Source: an optimization exercise on an open RTL-to-GDS flow (aim: small area, a short achievable clock period and few clock cycles per item). Production flows keep margins and buffers that such runs may drop.
Function was checked by simulation only, so behaviour that the tests miss may differ from the original.

==> 06-28 <==
==> flow/design.v (excerpt) <==
module ex_stage #(
  parameter int XLEN = 32
) (
  input  logic            clk,
  input  logic            rst_n,
  input  logic            id_valid,
  input  logic [XLEN-1:0] id_rs1_data,
  input  logic [XLEN-1:0] id_rs2_data,
  input  logic [XLEN-1:0] id_imm,
  input  logic            id_alu_src,
  input  logic [4:0]      id_alu_op,
  input  logic            id_mem_read,
  input  logic            id_mem_write,
  input  logic            id_reg_write,
  input  logic [4:0]      id_rd,
  input  logic            flush,
  output logic            ex_busy,
  output logic            exm_valid,
  output logic [XLEN-1:0] exm_alu_result,
  output logic [XLEN-1:0] exm_rs2_data,
  output logic            exm_mem_read,
  output logic            exm_mem_write,
  output logic            exm_reg_write,
  output logic [4:0]      exm_rd
);
export LEC_CHECK = 0
export CAP_MARGIN = 30
export CORE_MARGIN = 2
export CORE_UTILIZATION = 40
export SETUP_SLACK_MARGIN = 5
export SLEW_MARGIN = 20
create_clock -name core_clock -period 12.0 [get_ports {clk}]
run.sh (not shown) runs the stock make flow with config.mk's settings and CLKGATE_MAP_FILE= SYNTH_SCRIPT=/design/flow/synth_recipe.tcl, a recipe that flattens the netlist after the stock synthesis.
==> 11-04 (differences from 06-28) <==
--- a/flow/design.v
+++ b/flow/design.v
@@ -43,17 +43,23 @@
   input  logic [4:0]      op,
   input  logic [XLEN-1:0] a,
   input  logic [XLEN-1:0] b,
   output logic            busy,
   output logic [XLEN-1:0] result,
   output logic [XLEN-1:0] sh_in,
   output logic [4:0]      sh_amt,
-  input  logic [XLEN-1:0] sh_out
+  input  logic [XLEN-1:0] sh_out,
+  output logic [XLEN:0]   add_x,
+  output logic [XLEN:0]   add_y,
+  output logic            add_cin,
+  input  logic [XLEN:0]   add_sum,
+  output logic            add_own
 );
-  logic        active_q, iter_q;
+  logic        active_q, iter_q, fix_q;
+  logic        mul_q, mulu_q, ext_q;   
   logic [4:0]  cnt_q;
   logic [34:0] s_q, c_q;    
   logic [31:0] q_q;         
   logic [7:0]  lo_s_q, lo_c_q;
   logic        lo_n_q;
   logic        is_mul, is_div, is_mulu;
   logic [2:0]  step;
@@ -123,95 +129,125 @@
   assign {s2, c2} = csa(row[3], row[4], row[5]);
   assign {s3, c3} = csa(s1, c1, s2);
   assign {s4, c4} = csa(s3, c3, c2);
   logic        ext;
   logic [31:0] fsum, mul_res;
   logic        mul_fin, mul_cut;
   assign ext  = ~a_sx & a[31];
-  assign fsum = s_q[31:0] + c_q[31:0] + 32'(low[9:8]) + (ext ? b : 32'd0);
+  assign fsum = add_sum[31:0];
+  logic fin_q;
   always_comb begin
     case (step)
-      3'd1:    mul_cut = (a[31:7]  == '0) || (a[31:7]  == '1);
-      3'd2:    mul_cut = (a[31:15] == '0) || (a[31:15] == '1);
-      3'd3:    mul_cut = (a[31:23] == '0) || (a[31:23] == '1);
-      3'd4:    mul_cut = 1'b1;
-      default: mul_cut = 1'b0;
+      3'd0:    mul_cut = (a[31:7]  == '0) || (a[31:7]  == '1);
+      3'd1:    mul_cut = (a[31:15] == '0) || (a[31:15] == '1);
+      3'd2:    mul_cut = (a[31:23] == '0) || (a[31:23] == '1);
+      default: mul_cut = 1'b1;
     endcase
-    mul_fin = is_mulu ? mul_cut : (step == 3'd4);
+    if (!is_mulu) mul_cut = (step == 3'd3);
   end
+  assign mul_fin = active_q & fin_q;
   always_comb begin
     case (step)
       3'd1:    mul_res = {fsum[23:0], low[7:0]};
       3'd2:    mul_res = {fsum[15:0], low[7:0], q_q[7:0]};
       3'd3:    mul_res = {fsum[7:0],  low[7:0], q_q[15:0]};
       default: mul_res = {low[7:0], q_q[23:0]};
     endcase
-    if (!is_mulu) mul_res = fsum;
+    if (!mulu_q) mul_res = fsum;
   end
-  logic        d_signed, d_rem, a_neg, b_neg, div0, triv, ge, neg_res;
+  logic        d_signed, d_rem, a_neg, b_neg, div0, triv, ge, neg_res, last;
   logic [31:0] a_abs, b_abs, r_next, q_next, dsel, div_res;
-  logic [32:0] diff;
   logic [5:0]  lz_a, lz_b;
   assign d_signed = (op == ex_pkg::ALU_DIV) || (op == ex_pkg::ALU_REM);
   assign d_rem    = (op == ex_pkg::ALU_REM) || (op == ex_pkg::ALU_REMU);
   assign a_neg    = d_signed & a[31];
   assign b_neg    = d_signed & b[31];
-  assign a_abs    = a_neg ? -a : a;
-  assign b_abs    = b_neg ? -b : b;
+  assign a_abs    = (a ^ {32{a_neg}}) + 32'(a_neg);
+  assign b_abs    = (b ^ {32{b_neg}}) + 32'(b_neg);
   assign lz_a     = ex_pkg::clz32(s_q[31:0]);
   assign lz_b     = ex_pkg::clz32(c_q[31:0]);
   assign div0     = (c_q[31:0] == '0);
   assign triv     = div0 | (lz_a > lz_b);
   assign sh_in  = c_q[31:0];
   assign sh_amt = 5'(lz_b - lz_a);
-  assign diff    = {1'b0, s_q[31:0]} - {1'b0, c_q[31:0]};
-  assign ge      = ~diff[32];
-  assign r_next  = ge ? diff[31:0] : s_q[31:0];
+  assign ge      = add_sum[32];
+  assign r_next  = ge ? add_sum[31:0] : s_q[31:0];
   assign q_next  = {q_q[30:0], ge};
   assign neg_res = d_rem ? a_neg : (a_neg ^ b_neg);
   assign dsel    = d_rem ? r_next : q_next;
-  assign div_res = iter_q ? ((dsel ^ {32{neg_res}}) + 32'(neg_res))
-                          : (d_rem ? a : {32{div0}});
+  assign last    = iter_q & (cnt_q == 5'd0);
+  assign div_res = fix_q ? add_sum[31:0] : (iter_q ? dsel : (d_rem ? a : {32{div0}}));
+  logic [31:0] ap, aq, ar;
+  logic        ay0;
+  always_comb begin
+    ap      = s_q[31:0];
+    aq      = c_q[31:0];
+    ar      = '0;
+    ay0     = 1'b0;
+    add_cin = 1'b1;
+    if (mul_q) begin
+      ar      = ext_q ? b : '0;
+      ay0     = low[9] | low[8];
+      add_cin = low[9];
+    end else if (fix_q) begin
+      ap      = ~s_q[31:0];
+      aq      = '0;
+    end else begin
+      aq      = ~c_q[31:0];
+    end
+  end
+  assign add_x   = {1'b0, ap ^ aq ^ ar};
+  assign add_y   = {(ap & aq) | (ap & ar) | (aq & ar), ay0};
+  assign add_own = active_q;
   always_comb begin
     busy = 1'b0;
     if (is_mul) busy = ~mul_fin;
-    else if (is_div) busy = ~(active_q & (iter_q ? (cnt_q == 5'd0) : triv));
+    else if (is_div) busy = ~(active_q & (fix_q | (last & ~neg_res) | (~iter_q & triv)));
   end
-  assign result = is_mul ? mul_res : div_res;
+  assign result = mul_q ? mul_res : div_res;
   always_ff @(posedge clk or negedge rst_n) begin
     if (!rst_n) active_q <= 1'b0;
     else        active_q <= valid & busy;
   end
   always_ff @(posedge clk) begin
+    if (!active_q) begin
+      mul_q  <= is_mul;
+      mulu_q <= is_mulu;
+      ext_q  <= ext;
+    end
     if (is_mul) begin
       iter_q <= 1'b0;
+      fix_q  <= 1'b0;
       cnt_q  <= 5'(step) + 5'd1;
+      fin_q  <= mul_cut;
       s_q    <= s4[42:8];
       c_q    <= c4[42:8];
       lo_s_q <= s4[7:0];
       lo_c_q <= c4[7:0];
       lo_n_q <= neg3;
       case (step[1:0])
         2'd1:    q_q[7:0]   <= low[7:0];
         2'd2:    q_q[15:8]  <= low[7:0];
         2'd3:    q_q[23:16] <= low[7:0];
         default: ;
       endcase
     end else if (!active_q) begin
       iter_q <= 1'b0;
+      fix_q  <= 1'b0;
       s_q    <= {3'b0, a_abs};
       c_q    <= {3'b0, b_abs};
     end else if (!iter_q) begin
       iter_q <= 1'b1;
       cnt_q  <= sh_amt;
       q_q    <= '0;
       c_q    <= {3'b0, sh_out};
     end else begin
+      fix_q <= last;
       cnt_q <= cnt_q - 5'd1;
-      s_q   <= {3'b0, r_next};
+      s_q   <= {3'b0, last ? dsel : r_next};
       q_q   <= q_next;
       c_q   <= {4'b0, c_q[31:1]};
     end
   end
 endmodule
 module ex_stage #(
   parameter int XLEN = 32
@@ -248,15 +284,22 @@
   assign op_a  = id_rs1_data;
   assign op_b  = id_alu_src ? id_imm : id_rs2_data;
   assign valid = id_valid & ~flush;
   logic            sub;
   logic [XLEN+1:0] sum;
   logic            ltu, lts;
   assign sub = (op == ex_pkg::ALU_SUB) || (op == ex_pkg::ALU_SLT) || (op == ex_pkg::ALU_SLTU);
-  assign sum = {1'b0, op_a, 1'b1} + {1'b0, op_b ^ {XLEN{sub}}, sub};
+  logic            md_op, md_cin;
+  logic [XLEN:0]   md_x, md_y;
+  logic [XLEN:0]   ax, ay;
+  logic            acin;
+  assign ax   = md_op ? md_x : {1'b0, op_a};
+  assign ay   = md_op ? md_y : {1'b0, op_b ^ {XLEN{sub}}};
+  assign acin = md_op ? md_cin : sub;
+  assign sum  = {ax, 1'b1} + {ay, acin};
   assign ltu = ~sum[XLEN+1];
   assign lts = (op_a[XLEN-1] ^ op_b[XLEN-1]) ? op_a[XLEN-1] : sum[XLEN];
   logic            sll, md_sh;
   logic [XLEN-1:0] sh_x, sh_y, md_sh_in, a_rev, md_rev;
   logic [4:0]      sh_amt, md_sh_amt;
   logic            fill;
   assign sll   = (op == ex_pkg::ALU_SLL);
@@ -282,15 +325,20 @@
     .op     (op),
     .a      (op_a),
     .b      (op_b),
     .busy   (md_busy),
     .result (md_res),
     .sh_in  (md_sh_in),
     .sh_amt (md_sh_amt),
-    .sh_out (sh_rev)
+    .sh_out (sh_rev),
+    .add_x  (md_x),
+    .add_y  (md_y),
+    .add_cin(md_cin),
+    .add_sum(sum[XLEN+1:1]),
+    .add_own(md_op)
   );
   always_comb begin
     alu_res = '0;
     case (op)
       ex_pkg::ALU_ADD,
       ex_pkg::ALU_SUB:    alu_res = sum[XLEN:1];
       ex_pkg::ALU_SLL:    alu_res = sh_rev;
==> flow/flow/run.sh (new file) <==
#!/bin/bash
set -euo pipefail
MARGIN=6
sed -E "s/SETUP_SLACK_MARGIN=[0-9.]+/SETUP_SLACK_MARGIN=${MARGIN}/" standard.sh > standard_margin.sh
grep -q "SETUP_SLACK_MARGIN=${MARGIN}" standard_margin.sh
bash standard_margin.sh > standard_margin.log 2>&1
test -f out/final.def
==> flow/standard.sh (new file) <==
#!/bin/bash
# synth_recipe.tcl (not shown) runs the flow's synth.tcl, then flattens the netlist and writes it again
# the make line also repeats each setting of config.mk as NAME=value (left out here)
make -C /OpenROAD-flow-scripts/flow DESIGN_CONFIG=/design/flow/config.mk WORK_HOME=/design/flow/orfs CLKGATE_MAP_FILE= SYNTH_SCRIPT=/design/flow/synth_recipe.tcl "${@:-finish}"
- CORE_UTILIZATION: 40 -> 60
removed: flow/run.sh
==> 04-17 (differences from 06-28) <==
--- a/flow/design.v
+++ b/flow/design.v
@@ -47,42 +47,38 @@
   output logic [XLEN-1:0] result,
   output logic [XLEN-1:0] sh_in,
   output logic [4:0]      sh_amt,
   input  logic [XLEN-1:0] sh_out
 );
   logic        active_q, iter_q;
   logic [4:0]  cnt_q;
+  logic [1:0]  k_q;
   logic [34:0] s_q, c_q;    
   logic [31:0] q_q;         
-  logic [7:0]  lo_s_q, lo_c_q;
-  logic        lo_n_q;
   logic        is_mul, is_div, is_mulu;
   logic [2:0]  step;
   assign is_mul  = ex_pkg::is_mul_op(op);
   assign is_div  = ex_pkg::is_div_op(op);
   assign is_mulu = (op == ex_pkg::ALU_MUL);
   assign step    = active_q ? cnt_q[2:0] : 3'd0;
   logic        a_sx, b_sx, neg3;
-  logic [32:0] m33;
+  logic [32:0] a33;
   logic [8:0]  win;
   logic [42:0] row [6];
   logic [42:0] s1, c1, s2, c2, s3, c3, s4, c4;
   logic [9:0]  low;
-  logic [1:0]  k;
   assign a_sx = (op != ex_pkg::ALU_MULHU);
   assign b_sx = (op == ex_pkg::ALU_MUL) || (op == ex_pkg::ALU_MULH);
-  assign m33  = {b_sx & b[31], b};
-  assign low = 10'(lo_s_q) + 10'(lo_c_q) + (10'(lo_n_q) << 6);
-  assign k   = active_q ? low[9:8] : 2'd0;
+  assign a33  = {a_sx & a[31], a};
   always_comb begin
     case (step[1:0])
-      2'd0:    win = {a[7:0], 1'b0};
-      2'd1:    win = a[15:7];
-      2'd2:    win = a[23:15];
-      default: win = a[31:23];
+      2'd0:    win = {b[7:0], 1'b0};
+      2'd1:    win = b[15:7];
+      2'd2:    win = b[23:15];
+      default: win = b[31:23];
     endcase
   end
   always_comb begin
     logic [34:0] m;
     logic        neg, one, two;
     logic [3:0]  negs;
     if (active_q) begin
@@ -92,26 +88,26 @@
       row[0] = 43'(1) << 34;
       row[1] = '0;
     end
     for (int j = 0; j < 4; j++) begin
       neg = win[2*j+2];
       one = win[2*j+1] ^ win[2*j];
       two = (win[2*j+2] & ~win[2*j+1] & ~win[2*j]) | (~win[2*j+2] & win[2*j+1] & win[2*j]);
-      m   = one ? {{2{m33[32]}}, m33} : (two ? {m33[32], m33, 1'b0} : 35'd0);
+      m   = one ? {{2{a33[32]}}, a33} : (two ? {a33[32], a33, 1'b0} : 35'd0);
       if (neg) m = ~m;
       negs[j]  = neg;
       row[j+2] = 43'({~m[34], m[33:0]}) << (2*j);
     end
     row[2][35] = 1'b1;
     row[2][37] = 1'b1;
     row[2][39] = 1'b1;
     row[2][41] = 1'b1;
     row[3][0]  = negs[0];
-    row[3][1]  = k[1];
-    row[4][0]  = k[0];
+    row[3][1]  = active_q & k_q[1];
+    row[4][0]  = active_q & k_q[0];
     row[4][2]  = negs[1];
     row[5][4]  = negs[2];
     neg3       = negs[3];
   end
   function automatic logic [85:0] csa(input logic [42:0] p, input logic [42:0] q,
                                       input logic [42:0] r);
     logic [42:0] s, c;
@@ -119,37 +115,39 @@
     c = ((p & q) | (p & r) | (q & r)) << 1;
     csa = {s, c};
   endfunction
   assign {s1, c1} = csa(row[0], row[1], row[2]);
   assign {s2, c2} = csa(row[3], row[4], row[5]);
   assign {s3, c3} = csa(s1, c1, s2);
   assign {s4, c4} = csa(s3, c3, c2);
+  assign low      = 10'(s4[7:0]) + 10'(c4[7:0]) + (10'(neg3) << 6);
   logic        ext;
   logic [31:0] fsum, mul_res;
   logic        mul_fin, mul_cut;
-  assign ext  = ~a_sx & a[31];
-  assign fsum = s_q[31:0] + c_q[31:0] + 32'(low[9:8]) + (ext ? b : 32'd0);
+  assign ext  = ~b_sx & b[31];
+  assign fsum = s_q[31:0] + c_q[31:0] + 32'(k_q) + (ext ? a : 32'd0);
   always_comb begin
     case (step)
-      3'd1:    mul_cut = (a[31:7]  == '0) || (a[31:7]  == '1);
-      3'd2:    mul_cut = (a[31:15] == '0) || (a[31:15] == '1);
-      3'd3:    mul_cut = (a[31:23] == '0) || (a[31:23] == '1);
-      3'd4:    mul_cut = 1'b1;
+      3'd1:    mul_cut = (b[31:7]  == '0) || (b[31:7]  == '1);
+      3'd2:    mul_cut = (b[31:15] == '0) || (b[31:15] == '1);
+      3'd3:    mul_cut = (b[31:23] == '0) || (b[31:23] == '1);
       default: mul_cut = 1'b0;
     endcase
     mul_fin = is_mulu ? mul_cut : (step == 3'd4);
   end
   always_comb begin
-    case (step)
-      3'd1:    mul_res = {fsum[23:0], low[7:0]};
-      3'd2:    mul_res = {fsum[15:0], low[7:0], q_q[7:0]};
-      3'd3:    mul_res = {fsum[7:0],  low[7:0], q_q[15:0]};
-      default: mul_res = {low[7:0], q_q[23:0]};
-    endcase
     if (!is_mulu) mul_res = fsum;
+    else if (!mul_fin) mul_res = {low[7:0], q_q[23:0]};
+    else begin
+      case (step[1:0])
+        2'd1:    mul_res = {fsum[23:0], q_q[7:0]};
+        2'd2:    mul_res = {fsum[15:0], q_q[15:0]};
+        default: mul_res = {fsum[7:0],  q_q[23:0]};
+      endcase
+    end
   end
   logic        d_signed, d_rem, a_neg, b_neg, div0, triv, ge, neg_res;
   logic [31:0] a_abs, b_abs, r_next, q_next, dsel, div_res;
   logic [32:0] diff;
   logic [5:0]  lz_a, lz_b;
   assign d_signed = (op == ex_pkg::ALU_DIV) || (op == ex_pkg::ALU_REM);
   assign d_rem    = (op == ex_pkg::ALU_REM) || (op == ex_pkg::ALU_REMU);
@@ -169,36 +167,34 @@
   assign q_next  = {q_q[30:0], ge};
   assign neg_res = d_rem ? a_neg : (a_neg ^ b_neg);
   assign dsel    = d_rem ? r_next : q_next;
   assign div_res = iter_q ? ((dsel ^ {32{neg_res}}) + 32'(neg_res))
                           : (d_rem ? a : {32{div0}});
   always_comb begin
     busy = 1'b0;
-    if (is_mul) busy = ~mul_fin;
+    if (is_mul) busy = ~(mul_fin | (is_mulu & (step == 3'd3)));
     else if (is_div) busy = ~(active_q & (iter_q ? (cnt_q == 5'd0) : triv));
   end
   assign result = is_mul ? mul_res : div_res;
   always_ff @(posedge clk or negedge rst_n) begin
     if (!rst_n) active_q <= 1'b0;
     else        active_q <= valid & busy;
   end
   always_ff @(posedge clk) begin
     if (is_mul) begin
       iter_q <= 1'b0;
       cnt_q  <= 5'(step) + 5'd1;
       s_q    <= s4[42:8];
       c_q    <= c4[42:8];
-      lo_s_q <= s4[7:0];
-      lo_c_q <= c4[7:0];
-      lo_n_q <= neg3;
+      k_q    <= low[9:8];
       case (step[1:0])
-        2'd1:    q_q[7:0]   <= low[7:0];
-        2'd2:    q_q[15:8]  <= low[7:0];
-        2'd3:    q_q[23:16] <= low[7:0];
-        default: ;
+        2'd0:    q_q[7:0]   <= low[7:0];
+        2'd1:    q_q[15:8]  <= low[7:0];
+        2'd2:    q_q[23:16] <= low[7:0];
+        default: q_q[31:24] <= low[7:0];
       endcase
     end else if (!active_q) begin
       iter_q <= 1'b0;
       s_q    <= {3'b0, a_abs};
       c_q    <= {3'b0, b_abs};
     end else if (!iter_q) begin
       iter_q <= 1'b1;
- SETUP_SLACK_MARGIN: 5 -> unset
==> reports/qor.yml <==
power_density_nw_per_um2: 170
cp-start-kind: "input port"
clkTransAtPathRegs_ps: 80
post_cts_buffers: 0
dr.pass1.iters: 7
ys_top_cells_by_count: "nor2_1, nand2_1, a21oi_1, o21ai_0, clkbuf_1"
grtUsageMet1: 0.557
status: "complete, no violations"
routedWlPerCell_um: 36.0
vias: 38600
[end of results for 04-17]
==> reports/qor.yml <==
status: "stopped before the end"
place.port_buffers: 187
post_cts_buffers: 300
dpl.hpwl_um: 127000
error: "[ERROR GRT-0116] Global routing finished with congestion. Check the congestion regions in the DRC Viewer."
haltStage: "global routing"
clock-root-buffer: "clkbuf_16"
grtUsageMet1: 0.885
[end of results for 11-04]
==> reports/qor.yml <==
synth_compound_area_frac: 0.315
power_density_nw_per_um2: 163
post_cts_buffers: 33
dr.pass1.iters: 9
cp-start-kind: "input port"
clkTransAtPathRegs_ps: 90
grtUsageMet1: 0.615
routedWlPerCell_um: 37.4
status: "complete, no violations"
[end of results for 06-28]
Testbench counts of 06-28, summed over its fixed seeds: cycles 37,265, items 24,000.
Testbench counts of 11-04, summed over its fixed seeds: cycles 37,365, items 24,000.
Testbench counts of 04-17, summed over its fixed seeds: cycles 36,422, items 24,000.

port drivers added, routing unchanged:
In the flow no input, the clock included, has a driving cell. The finished layouts below were timed again as built, in two steps.
Step 1 sets driving cells, clkbuf_16 on the clock port and buf_2 on the other inputs (assumed; they add their load-dependent delay and slew).
Step 2 times the ports against the registers' clock, not the clock port: input delays grow and output delays shrink by t, the midpoint of the rising clock arrivals with the driver on.
a / b / c = ideal / step 1 / step 2; a / b = the first two.
run	t, ns	setup WS [ns]	worst hold slack (ns)	worst register clock-pin slew, ns	pins driven straight from the clock port
06-28	0.615	4.985 / 4.919 / 4.447	0.646 / 0.646 / 0.646	0.11 / 0.11	1
04-17	0.633	2.341 / 2.392 / 1.760	0.562 / 0.562 / 0.562	0.11 / 0.11	1
After both steps setup and hold are still met in every run listed. The setup slack of 04-17, which loses most, moves by +0.051 ns with the drivers and by -0.581 ns with both steps.
